Background: an optimization exercise with open tools, aiming at small area. Do not read the settings as production practice.
Function was checked by simulation only, so behaviour that the tests miss may differ from the original.
No activity file was given, so power comes from the tool's default toggle rates.

--- design/flow/constraint.sdc ---
create_clock -name core_clock -period 7.0 [get_ports {DekodierSignal}]
set_input_delay 1.4000 -clock core_clock [delete_from_list [all_inputs] [get_ports {DekodierSignal}]]
set_output_delay 1.4000 -clock core_clock [all_outputs]
set_load 0.01 [all_outputs]
--- design/flow/run.sh ---
#!/bin/bash
# synth_recipe.tcl (not shown) runs the flow's synth.tcl, then flattens the netlist and writes it again
# the make line also repeats each setting of config.mk as NAME=value (left out here)
make -C /OpenROAD-flow-scripts/flow DESIGN_CONFIG=/design/flow/config.mk WORK_HOME=/design/flow/orfs CLKGATE_MAP_FILE= SYNTH_SCRIPT=/design/flow/synth_recipe.tcl finish
--- design/flow/config.mk ---
export PLATFORM = sky130hd
export DESIGN_NAME = dekodierStufe
export DESIGN_NICKNAME = dekodierStufe
export VERILOG_FILES = /design/flow/design.v
export SDC_FILE = /design/flow/constraint.sdc
export NUM_CORES = 4
export LEC_CHECK = 0
export CAP_MARGIN = 30
export CORE_MARGIN = 2
export CORE_UTILIZATION = 30
export SETUP_SLACK_MARGIN = 0.2
export SLEW_MARGIN = 30
--- design/flow/design.v ---
`default_nettype none
package dekodierPkg;
    localparam int wortBreite   = 32;
    localparam int regAdrBreite = 6;    
    localparam int immBreite    = 26;
    localparam int regAnzahl    = 2 ** regAdrBreite;
    localparam logic [1:0] klasseRegister = 2'b00;
    localparam logic [1:0] klasseGrossImm = 2'b01;
    localparam logic [5:0] opAbsSprung      = 6'b101101;
    localparam logic [5:0] opBedSprung      = 6'b101110;
    localparam logic [5:0] opJal            = 6'b101111;
    localparam logic [5:0] opRelSprungGross = 6'b010000;
    localparam logic [5:0] opStore          = 6'b101100;
    localparam logic [5:0] opFloatLoad      = 6'b101011;
    localparam logic [4:0] loadPraefix      = 5'b10101;
    localparam int opFlagBreite = 9;
    localparam int flagImm      = 8;
    localparam int flagJal      = 7;
    localparam int flagRel      = 6;
    localparam int flagAbs      = 5;
    localparam int flagFloat    = 4;
    localparam int flagLoad     = 3;
    localparam int flagStore    = 2;
    localparam int flagUnbed    = 1;
    localparam int flagBed      = 0;
    typedef union packed {
        struct packed {
            logic [1:0] klasse;
            logic [3:0] frei;
            logic [4:0] ziel;
            logic [4:0] quelle1;
            logic [4:0] quelle2;
            logic [4:0] unbenutzt;
            logic [5:0] funktion;
        } regSicht;
        struct packed {
            logic [5:0]  opcode;
            logic [4:0]  ziel;
            logic [4:0]  quelle1;
            logic [15:0] imm16;
        } immSicht;
    } befehlWort;
endpackage
`default_nettype wire
`timescale 1ns/1ns
`default_nettype none
import dekodierPkg::*;
module registerBank (
    input  wire logic                    DekodierSignal,
    input  wire logic                    rstN,
    input  wire logic [regAdrBreite-1:0] leseAdresse1,
    input  wire logic [regAdrBreite-1:0] leseAdresse2,
    input  wire logic                    schreibEnable,
    input  wire logic [regAdrBreite-1:0] schreibAdresse,
    input  wire logic [wortBreite-1:0]   schreibDaten,
    output logic [wortBreite-1:0]        leseDaten1,
    output logic [wortBreite-1:0]        leseDaten2
);
    logic [wortBreite-1:0] register [regAnzahl];
    always_ff @(posedge DekodierSignal) begin
        if (!rstN) begin
            for (int i = 0; i < regAnzahl; i++) begin
                register[i] <= '0;
            end
        end else if (schreibEnable && schreibAdresse != '0) begin
            register[schreibAdresse] <= schreibDaten;
        end
    end
    always_comb begin
        if (leseAdresse1 == '0) begin
            leseDaten1 = '0;
        end else begin
            leseDaten1 = register[leseAdresse1];
        end
    end
    always_comb begin
        if (leseAdresse2 == '0) begin
            leseDaten2 = '0;
        end else begin
            leseDaten2 = register[leseAdresse2];
        end
    end
endmodule
`default_nettype wire
`timescale 1ns/1ns
`default_nettype none
import dekodierPkg::*;
module instruktionsDekodierer (
    input  wire logic                    DekodierSignal,
    input  wire logic                    rstN,
    input  wire logic [wortBreite-1:0]   befehl,
    input  wire logic                    befehlValid,
    input  wire logic                    decReady,
    output logic                         befehlReady,
    output logic                         decValid,
    output logic [regAdrBreite-1:0]      quellRegister1,
    output logic [regAdrBreite-1:0]      quellRegister2,
    output logic [regAdrBreite-1:0]      zielRegister,
    output logic [immBreite-1:0]         iDaten,
    output logic                         kleinerImmediateAktiv,
    output logic                         grosserImmediateAktiv,
    output logic [5:0]                   funktionsCode,
    output logic                         jalBefehl,
    output logic                         relativerSprung,
    output logic                         absoluterSprung,
    output logic                         floatBefehl,
    output logic                         loadBefehl,
    output logic                         storeBefehl,
    output logic                         unbedingterSprungBefehl,
    output logic                         bedingterSprungBefehl
);
    dekodierPkg::befehlWort aktuellerBefehl;
    logic       annahme;
    logic [5:0] opcode;
    logic       regFormat;
    logic       grossFormat;
    logic       kleinFormat;
    logic       floatRegister;
    logic       floatLoad;
    logic       relSprungGross;
    logic       ohneFunktion;
    assign befehlReady = !decValid || decReady;
    assign annahme     = befehlValid && befehlReady;
    always_ff @(posedge DekodierSignal) begin
        if (!rstN) begin
            aktuellerBefehl <= '0;    
            decValid        <= 1'b0;
        end else if (annahme) begin
            aktuellerBefehl <= befehl;
            decValid        <= 1'b1;
        end else if (decReady) begin
            decValid <= 1'b0;
        end
    end
    assign opcode        = aktuellerBefehl.immSicht.opcode;
    assign regFormat     = aktuellerBefehl.regSicht.klasse == klasseRegister;
    assign grossFormat   = aktuellerBefehl.regSicht.klasse == klasseGrossImm;
    assign kleinFormat   = opcode[5];
    assign floatRegister = regFormat && aktuellerBefehl.regSicht.funktion[5:4] == 2'b10;
    assign floatLoad     = opcode == opFloatLoad;
    assign relSprungGross = opcode == opRelSprungGross;
    assign ohneFunktion = opcode >= {loadPraefix, 1'b0} && opcode <= opJal;
    always_comb begin
        if (regFormat) begin
            quellRegister1 = {floatRegister, aktuellerBefehl.regSicht.quelle1};
        end else if (kleinFormat) begin
            quellRegister1 = {1'b0, aktuellerBefehl.immSicht.quelle1};
        end else begin
            quellRegister1 = '0;
        end
    end
    always_comb begin
        if (regFormat) begin
            quellRegister2 = {floatRegister, aktuellerBefehl.regSicht.quelle2};
        end else if (storeBefehl) begin
            quellRegister2 = {1'b0, aktuellerBefehl.immSicht.ziel};    
        end else begin
            quellRegister2 = '0;
        end
    end
    always_comb begin
        if (regFormat) begin
            zielRegister = {floatRegister, aktuellerBefehl.regSicht.ziel};
        end else if (kleinFormat) begin
            zielRegister = {floatLoad, aktuellerBefehl.immSicht.ziel};
        end else begin
            zielRegister = '0;
        end
    end
    always_comb begin
        if (grossFormat) begin
            iDaten = {aktuellerBefehl.immSicht.ziel, aktuellerBefehl.immSicht.quelle1,
                      aktuellerBefehl.immSicht.imm16};
        end else if (kleinFormat) begin
            iDaten = {{(immBreite - 16){aktuellerBefehl.immSicht.imm16[15]}},
                      aktuellerBefehl.immSicht.imm16};
        end else begin
            iDaten = '0;
        end
    end
    always_comb begin
        if (regFormat) begin
            funktionsCode = aktuellerBefehl.regSicht.funktion;
        end else if (grossFormat || ohneFunktion) begin
            funktionsCode = '0;
        end else begin
            funktionsCode = {1'b0, opcode[4:0]};    
        end
    end
    assign kleinerImmediateAktiv   = kleinFormat;
    assign grosserImmediateAktiv   = grossFormat;
    assign jalBefehl               = opcode == opJal;
    assign relativerSprung         = jalBefehl || relSprungGross;
    assign absoluterSprung         = opcode == opAbsSprung;
    assign floatBefehl             = floatRegister || floatLoad;
    assign loadBefehl              = opcode[5:1] == loadPraefix;
    assign storeBefehl             = opcode == opStore;
    assign unbedingterSprungBefehl = absoluterSprung || jalBefehl || relSprungGross;
    assign bedingterSprungBefehl   = opcode == opBedSprung;
endmodule
`default_nettype wire
`timescale 1ns/1ns
`default_nettype none
import dekodierPkg::*;
module operandAuswahl (
    input  wire logic                    DekodierSignal,
    input  wire logic                    rstN,
    input  wire logic                    decValid,
    input  wire logic [regAdrBreite-1:0] zielRegister,
    input  wire logic [immBreite-1:0]    iDaten,
    input  wire logic                    kleinerImmediateAktiv,
    input  wire logic                    grosserImmediateAktiv,
    input  wire logic [5:0]              funktionsCode,
    input  wire logic                    jalBefehl,
    input  wire logic                    relativerSprung,
    input  wire logic                    absoluterSprung,
    input  wire logic                    floatBefehl,
    input  wire logic                    loadBefehl,
    input  wire logic                    storeBefehl,
    input  wire logic                    unbedingterSprungBefehl,
    input  wire logic                    bedingterSprungBefehl,
    input  wire logic [wortBreite-1:0]   leseDaten1,
    input  wire logic [wortBreite-1:0]   leseDaten2,
    input  wire logic                    opReady,
    output logic                         decReady,
    output logic                         opValid,
    output logic [wortBreite-1:0]        operandA,
    output logic [wortBreite-1:0]        operandB,
    output logic [wortBreite-1:0]        storeDaten,
    output logic [regAdrBreite-1:0]      opZiel,
    output logic [5:0]                   opFunktion,
    output logic [opFlagBreite-1:0]      opFlags
);
    logic                    uebernahme;
    logic                    immAktiv;
    logic [wortBreite-1:0]   immErweitert;
    logic [opFlagBreite-1:0] flags;
    assign decReady   = !opValid || opReady;
    assign uebernahme = decValid && decReady;
    assign immAktiv     = kleinerImmediateAktiv || grosserImmediateAktiv;
    assign immErweitert = {{(wortBreite - immBreite){iDaten[immBreite-1]}}, iDaten};
    always_comb begin
        flags            = '0;
        flags[flagImm]   = immAktiv;
        flags[flagJal]   = jalBefehl;
        flags[flagRel]   = relativerSprung;
        flags[flagAbs]   = absoluterSprung;
        flags[flagFloat] = floatBefehl;
        flags[flagLoad]  = loadBefehl;
        flags[flagStore] = storeBefehl;
        flags[flagUnbed] = unbedingterSprungBefehl;
        flags[flagBed]   = bedingterSprungBefehl;
    end
    always_ff @(posedge DekodierSignal) begin
        if (!rstN) begin
            opValid <= 1'b0;
        end else if (uebernahme) begin
            opValid <= 1'b1;
        end else if (opReady) begin
            opValid <= 1'b0;
        end
    end
    always_ff @(posedge DekodierSignal) begin
        if (uebernahme) begin
            operandA   <= leseDaten1;
            operandB   <= immAktiv ? immErweitert : leseDaten2;
            storeDaten <= leseDaten2;
            opZiel     <= zielRegister;
            opFunktion <= funktionsCode;
            opFlags    <= flags;
        end
    end
endmodule
`default_nettype wire
`timescale 1ns/1ns
`default_nettype none
import dekodierPkg::*;
module dekodierStufe (
    input  wire logic                    DekodierSignal,
    input  wire logic                    rstN,
    input  wire logic [wortBreite-1:0]   befehl,
    input  wire logic                    befehlValid,
    output logic                         befehlReady,
    input  wire logic                    schreibEnable,
    input  wire logic [regAdrBreite-1:0] schreibAdresse,
    input  wire logic [wortBreite-1:0]   schreibDaten,
    output logic                         opValid,
    input  wire logic                    opReady,
    output logic [wortBreite-1:0]        operandA,
    output logic [wortBreite-1:0]        operandB,
    output logic [wortBreite-1:0]        storeDaten,
    output logic [regAdrBreite-1:0]      opZiel,
    output logic [5:0]                   opFunktion,
    output logic [opFlagBreite-1:0]      opFlags
);
    logic                    decValid;
    logic                    decReady;
    logic [regAdrBreite-1:0] quellRegister1;
    logic [regAdrBreite-1:0] quellRegister2;
    logic [regAdrBreite-1:0] zielRegister;
    logic [immBreite-1:0]    iDaten;
    logic                    kleinerImmediateAktiv;
    logic                    grosserImmediateAktiv;
    logic [5:0]              funktionsCode;
    logic                    jalBefehl;
    logic                    relativerSprung;
    logic                    absoluterSprung;
    logic                    floatBefehl;
    logic                    loadBefehl;
    logic                    storeBefehl;
    logic                    unbedingterSprungBefehl;
    logic                    bedingterSprungBefehl;
    logic [wortBreite-1:0]   leseDaten1;
    logic [wortBreite-1:0]   leseDaten2;
    instruktionsDekodierer dekodierer (
        .DekodierSignal          (DekodierSignal),
        .rstN                    (rstN),
        .befehl                  (befehl),
        .befehlValid             (befehlValid),
        .decReady                (decReady),
        .befehlReady             (befehlReady),
        .decValid                (decValid),
        .quellRegister1          (quellRegister1),
        .quellRegister2          (quellRegister2),
        .zielRegister            (zielRegister),
        .iDaten                  (iDaten),
        .kleinerImmediateAktiv   (kleinerImmediateAktiv),
        .grosserImmediateAktiv   (grosserImmediateAktiv),
        .funktionsCode           (funktionsCode),
        .jalBefehl               (jalBefehl),
        .relativerSprung         (relativerSprung),
        .absoluterSprung         (absoluterSprung),
        .floatBefehl             (floatBefehl),
        .loadBefehl              (loadBefehl),
        .storeBefehl             (storeBefehl),
        .unbedingterSprungBefehl (unbedingterSprungBefehl),
        .bedingterSprungBefehl   (bedingterSprungBefehl)
    );
    registerBank bank (
        .DekodierSignal (DekodierSignal),
        .rstN           (rstN),
        .leseAdresse1   (quellRegister1),
        .leseAdresse2   (quellRegister2),
        .schreibEnable  (schreibEnable),
        .schreibAdresse (schreibAdresse),
        .schreibDaten   (schreibDaten),
        .leseDaten1     (leseDaten1),
        .leseDaten2     (leseDaten2)
    );
    operandAuswahl auswahl (
        .DekodierSignal          (DekodierSignal),
        .rstN                    (rstN),
        .decValid                (decValid),
        .zielRegister            (zielRegister),
        .iDaten                  (iDaten),
        .kleinerImmediateAktiv   (kleinerImmediateAktiv),
        .grosserImmediateAktiv   (grosserImmediateAktiv),
        .funktionsCode           (funktionsCode),
        .jalBefehl               (jalBefehl),
        .relativerSprung         (relativerSprung),
        .absoluterSprung         (absoluterSprung),
        .floatBefehl             (floatBefehl),
        .loadBefehl              (loadBefehl),
        .storeBefehl             (storeBefehl),
        .unbedingterSprungBefehl (unbedingterSprungBefehl),
        .bedingterSprungBefehl   (bedingterSprungBefehl),
        .leseDaten1              (leseDaten1),
        .leseDaten2              (leseDaten2),
        .opReady                 (opReady),
        .decReady                (decReady),
        .opValid                 (opValid),
        .operandA                (operandA),
        .operandB                (operandB),
        .storeDaten              (storeDaten),
        .opZiel                  (opZiel),
        .opFunktion              (opFunktion),
        .opFlags                 (opFlags)
    );
endmodule
`default_nettype wire
==> notes.md <==
[path summary, 6_finish.rpt]
check                                                    start                             to  slack, ns
worst max-delay path            dekodierer.aktuellerBefehl[31]           auswahl.operandA[24]       1.25
worst min-delay path             dekodierer.aktuellerBefehl[0]  dekodierer.aktuellerBefehl[0]       0.46
worst max register to register  dekodierer.aktuellerBefehl[31]           auswahl.operandA[24]       1.25
worst min register to register   dekodierer.aktuellerBefehl[0]  dekodierer.aktuellerBefehl[0]       0.46
[metal layers]
metal	GRT usage, %	vias up	share of wire, %
li1	-	40200	-
met1	32.4	48300	35
met2	37.6	7864	41
met3	9.64	1824	14
met4	20.2	40	9.2
met5	0	-	0.045
[kinds of logic after synthesis]
logic type / synth area share, %
buffers and inverters: 4.34
other: 0.00315
muxes: 7.41
and+or+nand+nor: 22.2
DFF: 55.2
AOI/OAI and AO/OA: 10.9
[worst min-delay path, stage by stage (launching register included)]
cell and delay (ns):
dfxtp_1 0.31, nand2_1 0.05, a21oi_1 0.05
[through the flow]
step	setup slack, ns	utilization [%]	instances	hold slack, ns
finish	1.25	34.5	16500	0.462
floorplan	2.03	-	11300	0.436
detailed placement	1.40	32.5	16100	0.453
CTS	1.39	34.4	16500	0.462
global placement	1.04	32.4	16000	0.446
global route	1.28	34.5	16500	0.483
[cells in the mapped netlist (12+ instances only)]
cell	number	area share [%]
nand2_1	2186	6.9
edfxtp_1	2165	55
and2_1	2030	11
clkbuf_1	806	2.5
nand3_1	603	2.5
mux2i_1	554	4.7
a211oi_1	398	2.5
a21oi_1	385	1.6
buf_2	208	0.87
o21ai_0	202	0.85
a31oi_1	196	1.0
a32oi_1	174	1.3
a311oi_1	138	1.0
and3_1	134	0.70
mux4_2	128	2.4
nor2_1	112	0.35
nor2b_1	109	0.57
o211ai_1	96	0.61
buf_1	67	0.21
inv_1	60	0.19
o22ai_1	60	0.32
buf_4	44	0.28
a2111oi_0	40	0.29
o221ai_1	36	0.26
mux2_2	35	0.33
dfxtp_1	34	0.57
nand4_1	34	0.18
a221oi_1	33	0.24
a22oi_1	31	0.20
o2111ai_1	27	0.20
buf_6	20	0.19
nor3_1	15	0.063
o311ai_0	12	0.088
[area by class of cell]
class | count | area (um2)
antenna | 46 | 115
clock buffer | 281 | 6200
clock inverter | 139 | 1430
fill | 39000 | 259000
inverter | 61 | 230
multi-input combinational | 7875 | 49800
sequential | 2199 | 65700
tap | 5242 | 6560
timing repair buffer | 685 | 6540
[flip-flops by register name, summed over array words and instances, names as in the netlist]
name,cells
auswahl.operandB,32
dekodierer.decValid,1
auswahl.opFunktion,6
auswahl.opFlags,9
auswahl.operandA,32
auswahl.opZiel,6
dekodierer.aktuellerBefehl,32
auswahl.storeDaten,32
auswahl.opValid,1
bank.register,2048
[power groups by stage]
stage | Combinational, mW | Clock, mW | Sequential (mW)
floorplan | 2.35 | 0 | 15.8
global placement | 4.63 | 0 | 16.0
detailed placement | 4.67 | 0 | 16.0
CTS | 4.69 | 12.9 | 15.7
global route | 5.04 | 13.4 | 15.8
finish | 5.00 | 12.9 | 15.7
==> notes.md <==
CTS H-tree depth=4; CTS buffer count=approximately 240; area delta synth->final=14.7%; Core Region=just under 0.4 mm2; Vias=98200; sequential share of power=roughly 47%; Worst Hold Depth=2; FF+latch count, synth=about 2200; worst-path cell chain=buf_4 > nand2b_4 > buf_4 > and2_4 > buf_12 > buf_4 > buf_4 > a311oi_1 > a21oi_1 > o221ai_1 > o21ai_1 > o22ai_1; gpl congestion=~1.0; Row Count=approximately 230; synthesized area=0.119 mm2; clock sink count=around 2200; FMAX=~170 MHz; buffer and inverter count on the worst path=5; Root Driver=clkbuf_16; DP HPWL=between 300 and 400 mm; Async S/R FF share, synth=0%; I/O Buffers=193; post_cts resized=0; CP Max Fanout=61; initial cell density of the core=about 30%; Final Skew=0.129 ns; PD cells=around 250 mW/mm2; layout cell share with drive strength beyond 1=about 11%; TNS Setup=0 ns; Worst Setup Path Type=reg -> reg; post-route cell area=roughly 0.14 mm2; WL final=between 500 and 600 mm; Syn Inst Count=11300; run status=complete, no violations; initial antenna violation count=90; CTS clk-pin slew, worst paths=0.06 ns; Max-cap violations=0; Rel. slew slack=15.2%; post-route ant nets=0; combinational power share=14.9%; predominant post-synthesis flop cell=edfxtp_1; Worst setup EP type=register; die height=~630 um; Distinct cells, synth=between 70 and 80; static leakage=47.0 nW; most common library cell in the layout ignoring fill and taps=nand2_1; P_sw=approximately 9.8 mW; Mapped Avg Cell Area=between 10 and 15 um2; Slew @ Worst Pin=between 1 and 1.5 ns; clock power share=a little under two fifths; I/O pin cnt=between 150 and 200; Pins Over Slew Limit=0; Reg2Reg Depth=12; Seq/Total Area, Yosys=between 50% and 60%; Total GRT Usage=between 20% and 30%; total grt overflow=0; EDFF count, synth=roughly 2200; fin crit period=around 5.7 ns; vias in the first global route=around 90000; CP dominant cell by count=buf_4; CP Launch Type=register; first-pass GRT wire length=between 700 and 800 mm; initial drt markers=approximately 17000; Clock Path Buffers=4; postcts setup bufs=0; Tot Pwr=33.7 mW; instance count on the critical path=12; RSZ-0062 raised after global routing=false; Slowest Stage Delay on Critical Path=around 0.85 ns; drt via density=approximately 5.9; Nets=between 10000 and 15000; switch share=roughly 29%; hold_buf cts=0; most frequent cells in the layout=2174 x nand2_1, 2165 x edfxtp_1, 2025 x and2_1, 600 x nand3_1, 554 x mux2i_1; delay-heaviest family, CP=buffers and inverters; Clock Latency Late Sink=slightly above 1 ns; drc violations=0; TritonCTS clock tree=yes; average wire per standard cell=about 33 um; # setup viols final=0; final hold viol count=0; DRT Pass-1 Iters=8; fin crit share=around 82%; Internal=about 24 mW; Critical Path RT=~7.7 ns; WP data arrival=6.47 ns; chip width=634 um; largest net degree at the start of global routing=116; placed instance area=0.129 mm2; worst vdd ir=0.215 mV; synth warn=3; Hold Crit Class=reg -> reg; die area=0.402 mm2; crit path max-delay cell type=o21ai_1

separate check: timing with driven ports:
How much do the figures lean on ideal ports? The routed layout below was timed once more, with nothing changed but the port constraints. Step 1 (the two cells are an assumption about what drives the block):
set clk [get_ports {DekodierSignal}]
set_driving_cell -lib_cell sky130_fd_sc_hd__clkbuf_16 $clk
set_driving_cell -lib_cell sky130_fd_sc_hd__buf_2 [delete_from_list [all_inputs] $clk]
Step 2 also shifts input and output timing later by t, the mid clock arrival at the registers, as if the neighbouring blocks saw the same clock. a / b / c = ideal ports / drivers / drivers and shift; a / b = the first two.
shift t [ns]: 1.056
setup WS [ns]: 1.253 / 1.253 / 1.253
hold slack, ns: 0.462 / 0.462 / 0.462
clock arrival spread, ns: 0.137 / 0.137
worst slew at a driven data input, ns: 0.19
After both steps this run still meets setup and hold. For this run, drivers alone change the setup slack by 0.000 ns; drivers and shift together by 0.000 ns.
